Source: an optimization exercise on an open RTL-to-GDS flow (aim: small area, a short achievable clock period and few clock cycles per item). Production flows keep margins and buffers that such runs may drop. RTL that was checked went through simulation tests only; none was proved equivalent to the original. Function not checked in run 2: the RTL went through the layout flow alone.

==> flow/design.v (outline; a module is shown in full before it is edited, if it fits) <==
// module row_buffer: 75 lines
// module kernel_mac: 4698 lines
// module conv_pe_top: 61 lines
module conv_pe_top (
    input  logic          clk,
    input  logic          arst_n,
    input  logic          row_wr,
    input  logic [287:0]  row_data,
    input  logic          weight_wr,
    input  logic [1:0]    weight_filter,
    input  logic [1:0]    weight_row,
    input  logic [26:0]   weight_taps,
    output logic          busy,
    output logic          out_valid,
    output logic [4:0]    out_col,
    output logic [65:0]   out_data
);
  // ...
==> flow/flow/run.sh <==
#!/bin/bash
# Own layout flow: the standard layout (standard.sh) with these changes.
# 1. Synthesis skips the generic ABC pass inside Yosys's "synth" fine stage
#    (synth -noabc), so the hand-built full-adder trees in kernel_mac.sv reach
#    extract_fa unchanged instead of being restructured first (which made
#    extract_fa put an inverter at most adder pins).  Everything else,
#    registers included, is the standard synthesis script.
# 2. Port buffers are buf_2 cells instead of the delay cell
#    (clkdlybuf4s50_1) that buffer_ports picks by default.  Every input and
#    output port still gets its own buffer.
# 3. Clock tree synthesis clusters up to 25 sinks within 95 um per leaf buffer and adds
#    no dummy loads (a balanced H-tree from the clock port as usual, every
#    register reached through clock buffers).
# Every tool's output goes to flow_make.log in the work folder; ORFS also
# keeps its per-step logs under orfs/logs.
set -euo pipefail
work=$(pwd)
sed 's/yosys synth -nofsm -noshare /yosys synth -nofsm -noshare -noabc /' \
    synth_recipe.tcl > "$work/noabc_synth.tcl"
grep -q -- '-noabc' "$work/noabc_synth.tcl"
bash standard.sh SYNTH_SCRIPT="$work/noabc_synth.tcl" \
    BUFFER_PORTS_ARGS="-buffer_cell sky130_fd_sc_hd__buf_2" \
    CTS_ARGS="-sink_clustering_enable -repair_clock_nets -dont_use_dummy_load -sink_clustering_size 25 -sink_clustering_max_diameter 95" \
    finish > "$work/flow_make.log" 2>&1
==> flow/standard.sh <==
#!/bin/bash
# synth_recipe.tcl (not shown) runs the flow's synth.tcl, then flattens the netlist and writes it again
# the make line also repeats each setting of config.mk as NAME=value (left out here)
make -C /OpenROAD-flow-scripts/flow DESIGN_CONFIG=/design/flow/config.mk WORK_HOME=/design/flow/orfs CLKGATE_MAP_FILE= SYNTH_SCRIPT=/design/flow/synth_recipe.tcl "${@:-finish}"
==> flow/config.mk <==
export PLATFORM = sky130hd
export DESIGN_NAME = conv_pe_top
export DESIGN_NICKNAME = conv_pe_top
export VERILOG_FILES = /design/flow/design.v
export SDC_FILE = /design/flow/constraint.sdc
export NUM_CORES = 4
export LEC_CHECK = 0
export CAP_MARGIN = 20
export CORE_MARGIN = 2
export CORE_UTILIZATION = 55
export PLACE_DENSITY = 0.68
export SETUP_SLACK_MARGIN = 4.92
export SLEW_MARGIN = 20
==> flow/constraint.sdc <==
create_clock -name core_clock -period 8.0 [get_ports {clk}]
set_input_delay 1.6000 -clock core_clock [delete_from_list [all_inputs] [get_ports {clk}]]
set_output_delay 1.6000 -clock core_clock [all_outputs]
set_load 0.01 [all_outputs]
==> results.ini, run 1 <==
[status]
outcome = timing/DRC/antenna clean

[floorplanning]
start_util_pct = 55.1
die_h_um = 467
core_region_area_um2 = 214000
dieArea_um2 = 218000
die_w_um = 467
rows = 170

[final_layout]
final_cells = 11654
regMostFlops = u_rows.rows
final_cell_mix = fa_1, nand2_1, dfxtp_1, edfxtp_1, and2_1
seq_share_pct = 41.0
clock_cell_area_share_pct = 2.05
utilization_pct = 58.8

[cts]
cts_buffers = 103
clk_pin_slew_worst_paths_ns = 0.10
cts_resized = 83
cts_tree = yes
clkSinkCount = 2094
insertion_delay_ns = 0.86
cts-root-buf = clkbuf_16

[sta]
skew_ns = 0.112
rsz0062_at_grt = yes
fin_crit_ns = 3.09

[setup_path]
crit_fanout = 28
path_depth = 4
cpMaxStageDelayCell = dfxtp_2
reg2reg_to = g_mac[1].u_mac.t0_q[168]
cp.arrival_ns = 3.73

[worst_hold_path]
hold_class = reg -> reg

[synth]
ys_top_cells_by_count = fa_1, nand2_1, dfxtp_1, edfxtp_1, and2_1
synthCells = 8737
synth.most_common_cell = fa_1

[global_route]
grt_use_met1_pct = 47.0
top_usage_layer = met2
antenna_found_initial = 60
grt.total_usage_pct = 36.9

[placed_design]
gp_congestion = 0.974

Testbench counts, summed over its fixed seeds: cycles 9,160, results 9,120.
==> run 2: changes to the inputs <==
--- a/flow/design.v
+++ b/flow/design.v
@@ -2172,16 +2172,17 @@
     logic s2080;
     logic c2081;
     logic s2082;
     logic c2083;
     logic s2084;
     logic c2085;
     logic s2086;
     logic c2087;
+    logic [62:0] t1_q;
     logic s2088;
     logic c2089;
     logic s2090;
     logic c2091;
     logic s2092;
     logic c2093;
     logic s2094;
     logic c2095;
@@ -2212,17 +2213,16 @@
     logic s2120;
     logic c2121;
     logic s2122;
     logic c2123;
     logic s2124;
     logic c2125;
     logic s2126;
     logic c2127;
-    logic [48:0] t1_q;
     logic s2128;
     logic c2129;
     logic s2130;
     logic c2131;
     logic s2132;
     logic c2133;
     logic s2134;
     logic c2135;
@@ -4597,173 +4597,187 @@
     assign s2080 = c2033 ^ c2035 ^ s2036;
     assign c2081 = (c2033 & c2035) | (c2033 & s2036) | (c2035 & s2036);
     assign s2082 = c2037 ^ c2039 ^ s2040;
     assign c2083 = (c2037 & c2039) | (c2037 & s2040) | (c2039 & s2040);
     assign s2084 = c2041 ^ s2042 ^ t0_q[227];
     assign c2085 = (c2041 & s2042) | (c2041 & t0_q[227]) | (s2042 & t0_q[227]);
     assign s2086 = c2045 ^ c1887;
     assign c2087 = c2045 & c1887;
-    assign s2088 = ~(t0_q[0] ^ t0_q[1]);
-    assign c2089 = t0_q[0] | t0_q[1];
-    assign s2090 = ~(s1984 ^ t0_q[16]);
-    assign c2091 = s1984 | t0_q[16];
-    assign s2092 = c2047 ^ s2048 ^ s1768;
-    assign c2093 = (c2047 & s2048) | (c2047 & s1768) | (s2048 & s1768);
-    assign s2094 = ~(c2049 ^ s2050);
-    assign c2095 = c2049 | s2050;
-    assign s2096 = c2051 ^ s2052 ^ s1996;
-    assign c2097 = (c2051 & s2052) | (c2051 & s1996) | (s2052 & s1996);
-    assign s2098 = c2053 ^ s2054 ^ s2056;
-    assign c2099 = (c2053 & s2054) | (c2053 & s2056) | (s2054 & s2056);
-    assign s2100 = c2055 ^ c2057 ^ s2058;
-    assign c2101 = (c2055 & c2057) | (c2055 & s2058) | (c2057 & s2058);
-    assign s2102 = c2059 ^ c2061 ^ s2062;
-    assign c2103 = (c2059 & c2061) | (c2059 & s2062) | (c2061 & s2062);
-    assign s2104 = s2064 ^ s1940 ^ t0_q[140];
-    assign c2105 = (s2064 & s1940) | (s2064 & t0_q[140]) | (s1940 & t0_q[140]);
-    assign s2106 = c2063 ^ c2065 ^ s2066;
-    assign c2107 = (c2063 & c2065) | (c2063 & s2066) | (c2065 & s2066);
-    assign s2108 = ~(s2068 ^ s1950);
-    assign c2109 = s2068 | s1950;
-    assign s2110 = c2067 ^ c2069 ^ s2070;
-    assign c2111 = (c2067 & c2069) | (c2067 & s2070) | (c2069 & s2070);
-    assign s2112 = c2071 ^ c2073 ^ s2074;
-    assign c2113 = (c2071 & c2073) | (c2071 & s2074) | (c2073 & s2074);
-    assign s2114 = ~(s2076 ^ s1966);
-    assign c2115 = s2076 | s1966;
-    assign s2116 = c2075 ^ c2077 ^ s2078;
-    assign c2117 = (c2075 & c2077) | (c2075 & s2078) | (c2077 & s2078);
-    assign s2118 = ~(s2034 ^ s1972);
-    assign c2119 = s2034 | s1972;
-    assign s2120 = c2079 ^ s2080 ^ s2038;
-    assign c2121 = (c2079 & s2080) | (c2079 & s2038) | (s2080 & s2038);
-    assign s2122 = c2081 ^ s2082 ^ s1980;
-    assign c2123 = (c2081 & s2082) | (c2081 & s1980) | (s2082 & s1980);
-    assign s2124 = c2083 ^ s2084 ^ t0_q[228];
-    assign c2125 = (c2083 & s2084) | (c2083 & t0_q[228]) | (s2084 & t0_q[228]);
-    assign s2126 = c2085 ^ c2043 ^ s2044;
-    assign c2127 = (c2085 & c2043) | (c2085 & s2044) | (c2043 & s2044);
     always_ff @(posedge clk) begin
-        t1_q[0] <= s2088;
-        t1_q[1] <= c2089;
+        t1_q[0] <= t0_q[0];
+        t1_q[1] <= t0_q[1];
         t1_q[2] <= s1748;
         t1_q[3] <= s1888;
-        t1_q[4] <= s2090;
-        t1_q[5] <= c2091;
+        t1_q[4] <= s1984;
+        t1_q[5] <= t0_q[16];
         t1_q[6] <= s2046;
-        t1_q[7] <= s2092;
-        t1_q[8] <= c2093;
-        t1_q[9] <= s2094;
-        t1_q[10] <= c2095;
-        t1_q[11] <= s2096;
-        t1_q[12] <= s1912;
-        t1_q[13] <= c2097;
-        t1_q[14] <= s2098;
-        t1_q[15] <= c2099;
-        t1_q[16] <= s2100;
-        t1_q[17] <= s2060;
-        t1_q[18] <= c2101;
-        t1_q[19] <= s2102;
-        t1_q[20] <= s2104;
-        t1_q[21] <= c2103;
-        t1_q[22] <= c2105;
-        t1_q[23] <= s2106;
-        t1_q[24] <= s2108;
-        t1_q[25] <= c2107;
-        t1_q[26] <= c2109;
-        t1_q[27] <= s2110;
-        t1_q[28] <= s2072;
-        t1_q[29] <= c2111;
-        t1_q[30] <= s2112;
-        t1_q[31] <= s2114;
-        t1_q[32] <= c2113;
-        t1_q[33] <= c2115;
-        t1_q[34] <= s2116;
-        t1_q[35] <= s2118;
-        t1_q[36] <= c2117;
-        t1_q[37] <= c2119;
-        t1_q[38] <= s2120;
-        t1_q[39] <= c2121;
-        t1_q[40] <= s2122;
-        t1_q[41] <= t0_q[223];
-        t1_q[42] <= c2123;
-        t1_q[43] <= s2124;
-        t1_q[44] <= c2125;
-        t1_q[45] <= s2126;
-        t1_q[46] <= c2127;
-        t1_q[47] <= s2086;
-        t1_q[48] <= c2087;
+        t1_q[7] <= c2047;
+        t1_q[8] <= s2048;
+        t1_q[9] <= s1768;
+        t1_q[10] <= c2049;
+        t1_q[11] <= s2050;
+        t1_q[12] <= c2051;
+        t1_q[13] <= s2052;
+        t1_q[14] <= s1996;
+        t1_q[15] <= s1912;
+        t1_q[16] <= c2053;
+        t1_q[17] <= s2054;
+        t1_q[18] <= s2056;
+        t1_q[19] <= c2055;
+        t1_q[20] <= c2057;
+        t1_q[21] <= s2058;
+        t1_q[22] <= s2060;
+        t1_q[23] <= c2059;
+        t1_q[24] <= c2061;
+        t1_q[25] <= s2062;
+        t1_q[26] <= s2064;
+        t1_q[27] <= s1940;
+        t1_q[28] <= t0_q[140];
+        t1_q[29] <= c2063;
+        t1_q[30] <= c2065;
+        t1_q[31] <= s2066;
+        t1_q[32] <= s2068;
+        t1_q[33] <= s1950;
+        t1_q[34] <= c2067;
+        t1_q[35] <= c2069;
+        t1_q[36] <= s2070;
+        t1_q[37] <= s2072;
+        t1_q[38] <= c2071;
+        t1_q[39] <= c2073;
+        t1_q[40] <= s2074;
+        t1_q[41] <= s2076;
+        t1_q[42] <= s1966;
+        t1_q[43] <= c2075;
+        t1_q[44] <= c2077;
+        t1_q[45] <= s2078;
+        t1_q[46] <= s2034;
+        t1_q[47] <= s1972;
+        t1_q[48] <= c2079;
+        t1_q[49] <= s2080;
+        t1_q[50] <= s2038;
+        t1_q[51] <= c2081;
+        t1_q[52] <= s2082;
+        t1_q[53] <= s1980;
+        t1_q[54] <= t0_q[223];
+        t1_q[55] <= c2083;
+        t1_q[56] <= s2084;
+        t1_q[57] <= t0_q[228];
+        t1_q[58] <= c2085;
+        t1_q[59] <= c2043;
+        t1_q[60] <= s2044;
+        t1_q[61] <= s2086;
+        t1_q[62] <= c2087;
     end
-    assign s2128 = ~(t1_q[1] ^ t1_q[2]);
-    assign c2129 = t1_q[1] | t1_q[2];
-    assign s2130 = ~(t1_q[5] ^ t1_q[6]);
-    assign c2131 = t1_q[5] | t1_q[6];
-    assign s2132 = ~(t1_q[8] ^ t1_q[9]);
-    assign c2133 = t1_q[8] | t1_q[9];
-    assign s2134 = t1_q[10] ^ t1_q[11] ^ t1_q[12];
-    assign c2135 = (t1_q[10] & t1_q[11]) | (t1_q[10] & t1_q[12]) | (t1_q[11] & t1_q[12]);
-    assign s2136 = ~(t1_q[13] ^ t1_q[14]);
-    assign c2137 = t1_q[13] | t1_q[14];
-    assign s2138 = t1_q[15] ^ t1_q[16] ^ t1_q[17];
-    assign c2139 = (t1_q[15] & t1_q[16]) | (t1_q[15] & t1_q[17]) | (t1_q[16] & t1_q[17]);
-    assign s2140 = t1_q[18] ^ t1_q[19] ^ t1_q[20];
-    assign c2141 = (t1_q[18] & t1_q[19]) | (t1_q[18] & t1_q[20]) | (t1_q[19] & t1_q[20]);
-    assign s2142 = t1_q[21] ^ t1_q[22] ^ t1_q[23];
-    assign c2143 = (t1_q[21] & t1_q[22]) | (t1_q[21] & t1_q[23]) | (t1_q[22] & t1_q[23]);
-    assign s2144 = t1_q[25] ^ t1_q[26] ^ t1_q[27];
-    assign c2145 = (t1_q[25] & t1_q[26]) | (t1_q[25] & t1_q[27]) | (t1_q[26] & t1_q[27]);
-    assign s2146 = t1_q[29] ^ t1_q[30] ^ t1_q[31];
-    assign c2147 = (t1_q[29] & t1_q[30]) | (t1_q[29] & t1_q[31]) | (t1_q[30] & t1_q[31]);
-    assign s2148 = t1_q[32] ^ t1_q[33] ^ t1_q[34];
-    assign c2149 = (t1_q[32] & t1_q[33]) | (t1_q[32] & t1_q[34]) | (t1_q[33] & t1_q[34]);
-    assign s2150 = t1_q[36] ^ t1_q[37] ^ t1_q[38];
-    assign c2151 = (t1_q[36] & t1_q[37]) | (t1_q[36] & t1_q[38]) | (t1_q[37] & t1_q[38]);
-    assign s2152 = t1_q[39] ^ t1_q[40] ^ t1_q[41];
-    assign c2153 = (t1_q[39] & t1_q[40]) | (t1_q[39] & t1_q[41]) | (t1_q[40] & t1_q[41]);
-    assign s2154 = ~(t1_q[42] ^ t1_q[43]);
-    assign c2155 = t1_q[42] | t1_q[43];
-    assign s2156 = ~(t1_q[44] ^ t1_q[45]);
-    assign c2157 = t1_q[44] | t1_q[45];
-    assign s2158 = ~(t1_q[46] ^ t1_q[47]);
-    assign c2159 = t1_q[46] | t1_q[47];
+    assign s2088 = ~(t1_q[0] ^ t1_q[1]);
+    assign c2089 = t1_q[0] | t1_q[1];
+    assign s2090 = ~(t1_q[4] ^ t1_q[5]);
+    assign c2091 = t1_q[4] | t1_q[5];
+    assign s2092 = t1_q[7] ^ t1_q[8] ^ t1_q[9];
+    assign c2093 = (t1_q[7] & t1_q[8]) | (t1_q[7] & t1_q[9]) | (t1_q[8] & t1_q[9]);
+    assign s2094 = ~(t1_q[10] ^ t1_q[11]);
+    assign c2095 = t1_q[10] | t1_q[11];
+    assign s2096 = t1_q[12] ^ t1_q[13] ^ t1_q[14];
+    assign c2097 = (t1_q[12] & t1_q[13]) | (t1_q[12] & t1_q[14]) | (t1_q[13] & t1_q[14]);
+    assign s2098 = t1_q[16] ^ t1_q[17] ^ t1_q[18];
+    assign c2099 = (t1_q[16] & t1_q[17]) | (t1_q[16] & t1_q[18]) | (t1_q[17] & t1_q[18]);
+    assign s2100 = t1_q[19] ^ t1_q[20] ^ t1_q[21];
+    assign c2101 = (t1_q[19] & t1_q[20]) | (t1_q[19] & t1_q[21]) | (t1_q[20] & t1_q[21]);
+    assign s2102 = t1_q[23] ^ t1_q[24] ^ t1_q[25];
+    assign c2103 = (t1_q[23] & t1_q[24]) | (t1_q[23] & t1_q[25]) | (t1_q[24] & t1_q[25]);
+    assign s2104 = t1_q[26] ^ t1_q[27] ^ t1_q[28];
+    assign c2105 = (t1_q[26] & t1_q[27]) | (t1_q[26] & t1_q[28]) | (t1_q[27] & t1_q[28]);
+    assign s2106 = t1_q[29] ^ t1_q[30] ^ t1_q[31];
+    assign c2107 = (t1_q[29] & t1_q[30]) | (t1_q[29] & t1_q[31]) | (t1_q[30] & t1_q[31]);
+    assign s2108 = ~(t1_q[32] ^ t1_q[33]);
+    assign c2109 = t1_q[32] | t1_q[33];
+    assign s2110 = t1_q[34] ^ t1_q[35] ^ t1_q[36];
+    assign c2111 = (t1_q[34] & t1_q[35]) | (t1_q[34] & t1_q[36]) | (t1_q[35] & t1_q[36]);
+    assign s2112 = t1_q[38] ^ t1_q[39] ^ t1_q[40];
+    assign c2113 = (t1_q[38] & t1_q[39]) | (t1_q[38] & t1_q[40]) | (t1_q[39] & t1_q[40]);
+    assign s2114 = ~(t1_q[41] ^ t1_q[42]);
+    assign c2115 = t1_q[41] | t1_q[42];
+    assign s2116 = t1_q[43] ^ t1_q[44] ^ t1_q[45];
+    assign c2117 = (t1_q[43] & t1_q[44]) | (t1_q[43] & t1_q[45]) | (t1_q[44] & t1_q[45]);
+    assign s2118 = ~(t1_q[46] ^ t1_q[47]);
+    assign c2119 = t1_q[46] | t1_q[47];
+    assign s2120 = t1_q[48] ^ t1_q[49] ^ t1_q[50];
+    assign c2121 = (t1_q[48] & t1_q[49]) | (t1_q[48] & t1_q[50]) | (t1_q[49] & t1_q[50]);
+    assign s2122 = t1_q[51] ^ t1_q[52] ^ t1_q[53];
+    assign c2123 = (t1_q[51] & t1_q[52]) | (t1_q[51] & t1_q[53]) | (t1_q[52] & t1_q[53]);
+    assign s2124 = t1_q[55] ^ t1_q[56] ^ t1_q[57];
+    assign c2125 = (t1_q[55] & t1_q[56]) | (t1_q[55] & t1_q[57]) | (t1_q[56] & t1_q[57]);
+    assign s2126 = t1_q[58] ^ t1_q[59] ^ t1_q[60];
+    assign c2127 = (t1_q[58] & t1_q[59]) | (t1_q[58] & t1_q[60]) | (t1_q[59] & t1_q[60]);
+    assign s2128 = ~(c2089 ^ t1_q[2]);
+    assign c2129 = c2089 | t1_q[2];
+    assign s2130 = ~(c2091 ^ t1_q[6]);
+    assign c2131 = c2091 | t1_q[6];
+    assign s2132 = ~(c2093 ^ s2094);
+    assign c2133 = c2093 | s2094;
+    assign s2134 = c2095 ^ s2096 ^ t1_q[15];
+    assign c2135 = (c2095 & s2096) | (c2095 & t1_q[15]) | (s2096 & t1_q[15]);
+    assign s2136 = ~(c2097 ^ s2098);
+    assign c2137 = c2097 | s2098;
+    assign s2138 = c2099 ^ s2100 ^ t1_q[22];
+    assign c2139 = (c2099 & s2100) | (c2099 & t1_q[22]) | (s2100 & t1_q[22]);
+    assign s2140 = c2101 ^ s2102 ^ s2104;
+    assign c2141 = (c2101 & s2102) | (c2101 & s2104) | (s2102 & s2104);
+    assign s2142 = c2103 ^ c2105 ^ s2106;
+    assign c2143 = (c2103 & c2105) | (c2103 & s2106) | (c2105 & s2106);
+    assign s2144 = c2107 ^ c2109 ^ s2110;
+    assign c2145 = (c2107 & c2109) | (c2107 & s2110) | (c2109 & s2110);
+    assign s2146 = c2111 ^ s2112 ^ s2114;
+    assign c2147 = (c2111 & s2112) | (c2111 & s2114) | (s2112 & s2114);
+    assign s2148 = c2113 ^ c2115 ^ s2116;
+    assign c2149 = (c2113 & c2115) | (c2113 & s2116) | (c2115 & s2116);
+    assign s2150 = c2117 ^ c2119 ^ s2120;
+    assign c2151 = (c2117 & c2119) | (c2117 & s2120) | (c2119 & s2120);
+    assign s2152 = c2121 ^ s2122 ^ t1_q[54];
+    assign c2153 = (c2121 & s2122) | (c2121 & t1_q[54]) | (s2122 & t1_q[54]);
+    assign s2154 = ~(c2123 ^ s2124);
+    assign c2155 = c2123 | s2124;
+    assign s2156 = ~(c2125 ^ s2126);
+    assign c2157 = c2125 | s2126;
+    assign s2158 = ~(c2127 ^ t1_q[61]);
+    assign c2159 = c2127 | t1_q[61];
     assign s2160 = ~(c2129 ^ t1_q[3]);
     assign c2161 = c2129 | t1_q[3];
-    assign s2162 = ~(c2131 ^ t1_q[7]);
-    assign c2163 = c2131 | t1_q[7];
+    assign s2162 = ~(c2131 ^ s2092);
+    assign c2163 = c2131 | s2092;
     assign s2164 = ~(c2133 ^ s2134);
     assign c2165 = c2133 | s2134;
     assign s2166 = ~(c2135 ^ s2136);
     assign c2167 = c2135 | s2136;
     assign s2168 = ~(c2137 ^ s2138);
     assign c2169 = c2137 | s2138;
     assign s2170 = ~(c2139 ^ s2140);
     assign c2171 = c2139 | s2140;
-    assign s2172 = c2141 ^ s2142 ^ t1_q[24];
-    assign c2173 = (c2141 & s2142) | (c2141 & t1_q[24]) | (s2142 & t1_q[24]);
-    assign s2174 = c2143 ^ s2144 ^ t1_q[28];
-    assign c2175 = (c2143 & s2144) | (c2143 & t1_q[28]) | (s2144 & t1_q[28]);
+    assign s2172 = c2141 ^ s2142 ^ s2108;
+    assign c2173 = (c2141 & s2142) | (c2141 & s2108) | (s2142 & s2108);
+    assign s2174 = c2143 ^ s2144 ^ t1_q[37];
+    assign c2175 = (c2143 & s2144) | (c2143 & t1_q[37]) | (s2144 & t1_q[37]);
     assign s2176 = ~(c2145 ^ s2146);
     assign c2177 = c2145 | s2146;
-    assign s2178 = c2147 ^ s2148 ^ t1_q[35];
-    assign c2179 = (c2147 & s2148) | (c2147 & t1_q[35]) | (s2148 & t1_q[35]);
+    assign s2178 = c2147 ^ s2148 ^ s2118;
+    assign c2179 = (c2147 & s2148) | (c2147 & s2118) | (s2148 & s2118);
     assign s2180 = ~(c2149 ^ s2150);
     assign c2181 = c2149 | s2150;
     assign s2182 = ~(c2151 ^ s2152);
     assign c2183 = c2151 | s2152;
     assign s2184 = ~(c2153 ^ s2154);
     assign c2185 = c2153 | s2154;
     assign s2186 = ~(c2155 ^ s2156);
     assign c2187 = c2155 | s2156;
     assign s2188 = ~(c2157 ^ s2158);
     assign c2189 = c2157 | s2158;
-    assign s2190 = ~(c2159 ^ t1_q[48]);
-    assign c2191 = c2159 | t1_q[48];
-    assign op_a = {c2191, c2189, c2187, c2185, c2183, c2181, c2179, c2177, c2175, c2173, c2171, c2169, c2167, c2165, s2164, c2163, s2162, s2130, c2161, s2160, s2128, t1_q[0]};
-    assign op_b = {1'b0, s2190, s2188, s2186, s2184, s2182, s2180, s2178, s2176, s2174, s2172, s2170, s2168, s2166, 1'b1, s2132, 1'b1, 1'b1, t1_q[4], 1'b1, 1'b1, 1'b1};
+    assign s2190 = ~(c2159 ^ t1_q[62]);
+    assign c2191 = c2159 | t1_q[62];
+    assign op_a = {c2191, c2189, c2187, c2185, c2183, c2181, c2179, c2177, c2175, c2173, c2171, c2169, c2167, c2165, s2164, c2163, s2162, s2130, c2161, s2160, s2128, s2088};
+    assign op_b = {1'b0, s2190, s2188, s2186, s2184, s2182, s2180, s2178, s2176, s2174, s2172, s2170, s2168, s2166, 1'b1, s2132, 1'b1, 1'b1, s2090, 1'b1, 1'b1, 1'b1};
     always_ff @(posedge clk) begin
         result <= ~(op_a + op_b);
         col_q <= {col_q, in_col};
     end
     always_ff @(posedge clk or negedge arst_n) begin
         if (!arst_n) begin
             v_q <= '0;
         end else begin
==> flow/flow/run.sh (replaced) <==
#!/bin/bash
# Own layout flow: the standard layout (standard.sh) with two changes.
# 1. Synthesis skips the generic ABC pass inside Yosys's "synth" fine stage
#    (synth -noabc), so the hand-built full-adder trees in kernel_mac.sv reach
#    extract_fa unchanged instead of being restructured first (which made
#    extract_fa put an inverter at most adder pins).  Everything else,
#    registers included, is the standard synthesis script.
# 2. Port buffers are buf_2 cells instead of the delay cell
#    (clkdlybuf4s50_1) that buffer_ports picks by default.  Every input and
#    output port still gets its own buffer.
# Every tool's output goes to flow_make.log in the work folder; ORFS also
# keeps its per-step logs under orfs/logs.
set -euo pipefail
work=$(pwd)
sed 's/yosys synth -nofsm -noshare /yosys synth -nofsm -noshare -noabc /' \
    synth_recipe.tcl > "$work/noabc_synth.tcl"
grep -q -- '-noabc' "$work/noabc_synth.tcl"
bash standard.sh SYNTH_SCRIPT="$work/noabc_synth.tcl" \
    BUFFER_PORTS_ARGS="-buffer_cell sky130_fd_sc_hd__buf_2" \
    finish > "$work/flow_make.log" 2>&1
==> flow/config.mk (replaced) <==
export PLATFORM = sky130hd
export DESIGN_NAME = conv_pe_top
export DESIGN_NICKNAME = conv_pe_top
export VERILOG_FILES = /design/flow/design.v
export SDC_FILE = /design/flow/constraint.sdc
export NUM_CORES = 4
export LEC_CHECK = 0
export CAP_MARGIN = 20
export CORE_MARGIN = 2
export CORE_UTILIZATION = 60
export PLACE_DENSITY = 0.7
export SETUP_SLACK_MARGIN = 4.9
export SLEW_MARGIN = 20
==> run 2 against run 1 <==
Against the previous run: critical path depth rose by 8; maximum frequency decreased by 13%; register-to-register slack got worse by 0.47 ns; via count is 2.8% higher; routed wire length is 1.9% higher; utilization is 8.2 points higher; synthesized cell count increased by 1.3%; non-clock buffer count rose by 19; critical path type unchanged; critical endpoint is now g_mac[0].u_mac.result[21].
==> results.ini, run 2 <==
[floorplanning]
dieArea_um2 = 202000  ; was 218000 µm²
start_util_pct = 60.4  ; was 55.1%
die_h_um = 450  ; was 467 µm
io_pins = 396  ; unchanged
die_w_um = 450  ; was 467 µm
core_region_area_um2 = 197000  ; was 214000 µm²
rows = 163  ; was 170

[routing]
via_per_inst = 6.48  ; was 6.43
drc_errors = 0  ; unchanged
drt_pass1_iterations = 10  ; was 9
wl_um = 401000  ; was 394000 µm
dr_total_vias = 76989  ; was 74898
detail-route-antenna-nets = 0  ; unchanged
wl_per_cell_um = 33.8  ; about the same
drt_iter0_markers = 10779  ; was 10072

[final_layout]
n_fill_cell = 13924  ; was 16704
largest_register_ffs = 837  ; unchanged
final_cell_mix = fa_1, nand2_1, dfxtp_1, edfxtp_1, and2_1  ; unchanged
final_nets = 11592  ; was 11362
regArea_um2 = 52600  ; was 51700 µm²
multi_input_area_um2 = 64700  ; was 63900 µm²
final_cells = 11877  ; was 11654
area.growth.synth_to_final_pct = 10.9  ; was 6.69%
largestRegisters = u_rows.rows (837), g_mac.u_mac.t0_q (693), weights (243)  ; unchanged
regMostFlops = u_rows.rows  ; unchanged
drive_gt1_share_pct = 15.2  ; was 12.4%
final_common_cell = fa_1  ; unchanged

[placed_design]
dp_hpwl_um = 283000  ; was 287000 µm
dpl.cell_count = 11399  ; was 11512
gp_congestion = 0.995  ; was 0.974
io_buffers = 395  ; unchanged
preCtsSetupSlack_ns = 3.48  ; was 3.20 ns

[setup_path]
reg2reg_to = g_mac[0].u_mac.result[21]  ; was g_mac[1].u_mac.t0_q[168]
worstSetupStartpointType = flip-flop  ; unchanged
critPathKind = reg -> reg  ; unchanged
crit_path_end = g_mac[0].u_mac.result[21]  ; was g_mac[1].u_mac.t0_q[168]
crit_path_end_kind = flip-flop  ; unchanged
slowest_delay_ns = 0.56  ; was 1.07 ns
required_ns = 8.77  ; was 8.63 ns
cp.arrival_ns = 4.33  ; was 3.73 ns
cpMaxStageDelayCell = or4b_4  ; was dfxtp_2
r2r_cells = 12  ; was 4
crit_chain = fa_1, fa_1, inv_1, ha_1, inv_2, ha_4, or4b_4, a211oi_4, o21bai_4, a21oi_4, a2111oi_4, a311o_1  ; was and2_1, fa_1, fa_1, fa_1
crit_fanout = 3  ; was 28
crit_path_frequent_cell = fa_1  ; unchanged
r2r-start = g_mac[0].u_mac.t1_q[20]  ; was u_rows.window[26]
crit_start = g_mac[0].u_mac.t1_q[20]  ; was u_rows.window[26]
timing.reg2reg.setup_slack_ns = 4.44  ; was 4.91 ns

[sta]
setup_slack_ns = 4.44  ; was 4.91 ns
fin_crit_ns = 3.56  ; was 3.09 ns
hold_ws_ns = 0.326  ; was 0.336 ns
rsz0062_at_grt = yes  ; unchanged
period_share_pct = 44.5  ; was 38.7%
tightest_slew_ns = 1.27  ; was 1.13 ns
setup_viol = 0  ; unchanged
max_slew_margin_pct = 15.7  ; was 24.8%
fmax_mhz = 281  ; was 323 MHz
fin_tns_setup_ns = 0  ; unchanged
drv_slew = 0  ; unchanged
skew_ns = 0.0906  ; was 0.112 ns
hold_violations = 0  ; unchanged

[synth]
synth.yosys.seq_area_share_pct = 43.9  ; was 43.7%
synth_top_area_cell = fa_1  ; unchanged
synth_mux_area_share_pct = 2.79  ; was 2.71%
syn_area_um2 = 119000  ; was 118000 µm²
yosys_warnings = 3  ; unchanged
syn_avg_cell_area_um2 = 13.5  ; about the same
synth_edf_count = 837  ; unchanged
ys_top_cells_by_count = fa_1, nand2_1, dfxtp_1, edfxtp_1, and2_1  ; unchanged
synth_xor_area_share_pct = 0.389  ; was 0.393%
async_reset_ff_share_pct = 11.9  ; was 12.2%
synth.most_common_cell = fa_1  ; unchanged
synth_top_family_by_area = adder cells  ; unchanged
postSynthNetCount = 11424  ; was 11307
synth-main-ff-cell = dfxtp_1  ; unchanged
synth_area_leaders = fa_1, edfxtp_1, dfxtp_1  ; unchanged
synth_compound_area_share_pct = 3.52  ; was 3.51%
ys_ff_latch = 2136  ; was 2094
yosys.area_share.simple_pct = 9.96  ; was 9.88%
synth.top_cell.area_share_pct = 34.8  ; was 35.2%
yosys.area_share.adder_pct = 36.7  ; was 37.0%
synth_cell_types = 83  ; was 80
synthCells = 8851  ; was 8737

[worst_hold_path]
hold_class = reg -> reg  ; unchanged

[cts]
insertion_delay_ns = 0.94  ; was 0.86 ns
cts_buffer_depth = 3  ; unchanged
cts_buffers = 218  ; was 103
cts-root-buf = clkbuf_16  ; unchanged
cts_tree = yes  ; unchanged
clk_pin_slew_worst_paths_ns = 0.06  ; was 0.10 ns
clkSinkCount = 2136  ; was 2094
cts_max_level = 4  ; was 3
cts_hold_buf = 0  ; unchanged

[job]
cap_violations = 0  ; unchanged

[global_route]
overflow = 0  ; unchanged
grt_pass1_wl_um = 580000  ; was 567000 µm
grt.total_usage_pct = 40.6  ; was 36.9%
grt_pass1_vias = 83519  ; was 80854
antenna_found_initial = 34  ; was 60
grt_max_degree = 169  ; was 126

[status]
outcome = timing/DRC/antenna clean  ; unchanged

==> run 2: cell count changes in the layout (fill, tap and decap cells not counted), sizes merged, moves of 11 or more <==
cell | before | now
clkbuf | 103 | 300
clkinv | 1 | 76
dfxtp | 1002 | 1044
nor2 | 101 | 77
a221oi | 86 | 63
a22oi | 135 | 158
buf | 521 | 542
bufinv | 0 | 17
nand3 | 20 | 34
a21o | 15 | 3
nand2 | 1990 | 2002
nand2b | 24 | 12
and2 | 437 | 448
clkinvlp | 2 | 13
==> run 2: layout make-up <==
class	count	share of cell area, %
inverter	247	0.701
antenna	27	0.0511
clock buffer	299	4.61
timing repair buffer	543	2.52
clock inverter	112	1.00
sequential	2136	39.8
tap	2640	2.50
multi-input combinational	5873	48.9
==> run 2: critical path: cells and delay by family (launching register included) <==
| family | cells | cell delay (ns) |
|---|---|---|
| fa+ha+maj | 4 | 1.39 |
| buf+inv | 2 | 0.09 |
| flops | 1 | 0.31 |
| compound gates | 5 | 1.07 |
| simple gates | 1 | 0.56 |
==> run 2: worst min path at each step <==
stage,to,from,cells after the start
after detailed placement,g_mac[2].u_mac.t1_q[1],g_mac[2].u_mac.t0_q[1],0
after floorplan,g_mac[0].u_mac.col_q[10],g_mac[0].u_mac.col_q[5],0
final,g_mac[0].u_mac.col_q[10],g_mac[0].u_mac.col_q[5],0
after CTS,g_mac[2].u_mac.t1_q[1],g_mac[2].u_mac.t0_q[1],0
after global placement,g_mac[2].u_mac.t1_q[5],g_mac[2].u_mac.t0_q[16],0
after global routing,g_mac[2].u_mac.t1_q[5],g_mac[2].u_mac.t0_q[16],0
==> run 2: cell families after synthesis <==
logic type	after synthesis
AO/OA/AOI/OAI	555
XOR/XNOR	53
adder cells (fa/ha/maj)	2250
buffers and inverters	842
flip-flops	2136
multiplexers	297
AND/OR/NAND/NOR	2718
==> run 2: timing repair <==
action,CTS,global route
gates cloned,0,1
buffers inserted,23,16
pin swaps,93,69
endpoints found under the setup margin,459,310
resized for setup,188,105
==> run 2: metrics by stage <==
stage,util (%),area (µm²)
2_1_floorplan,-,119000
3_3_place_gp,62.5,123000
3_5_place_dp,62.5,123000
4_1_cts,66.7,132000
5_1_grt,67.0,132000
6_report,67.0,132000
==> run 2: routing by layer <==
| metal | vias up | share of wire, % | GRT usage, % |
|---|---|---|---|
| met1 | 39264 | 33 | 50.5 |
| met2 | 6678 | 43 | 58.4 |
| met5 | - | 0.049 | 0.118 |
| li1 | 29129 | - | - |
| met4 | 26 | 9.5 | 30.0 |
| met3 | 1892 | 15 | 15.2 |

==> afterwards: timing with drivers on the ports <==
Ports are ideal in the flow. The routed layouts listed here were re-timed in OpenROAD.
Step 1 assumes that a clkbuf_16 drives the clock port and a buf_2 every other input.
Step 2, shift: input delay + t, output delay - t, t = (earliest + latest rising clock arrival at the registers) / 2. This alone moves slack from input paths to output paths.
Slacks: ideal / step 1 / step 2; pairs: ideal / step 1.
| run | shift t [ns] | setup slack, ns | worst setup path after step 2 | worst data-port slew with drivers (ns) |
|---|---|---|---|---|
| run 1 | 0.904 | 4.906 / 4.849 / 4.295 | input to register | 0.16 |
| run 2 | 0.996 | 4.438 / 4.438 / 4.055 | input to register | 0.21 |
After both steps every run listed still meets setup and hold. The setup slack of run 1, which loses most, moves by -0.057 ns with the drivers and by -0.611 ns with both steps.
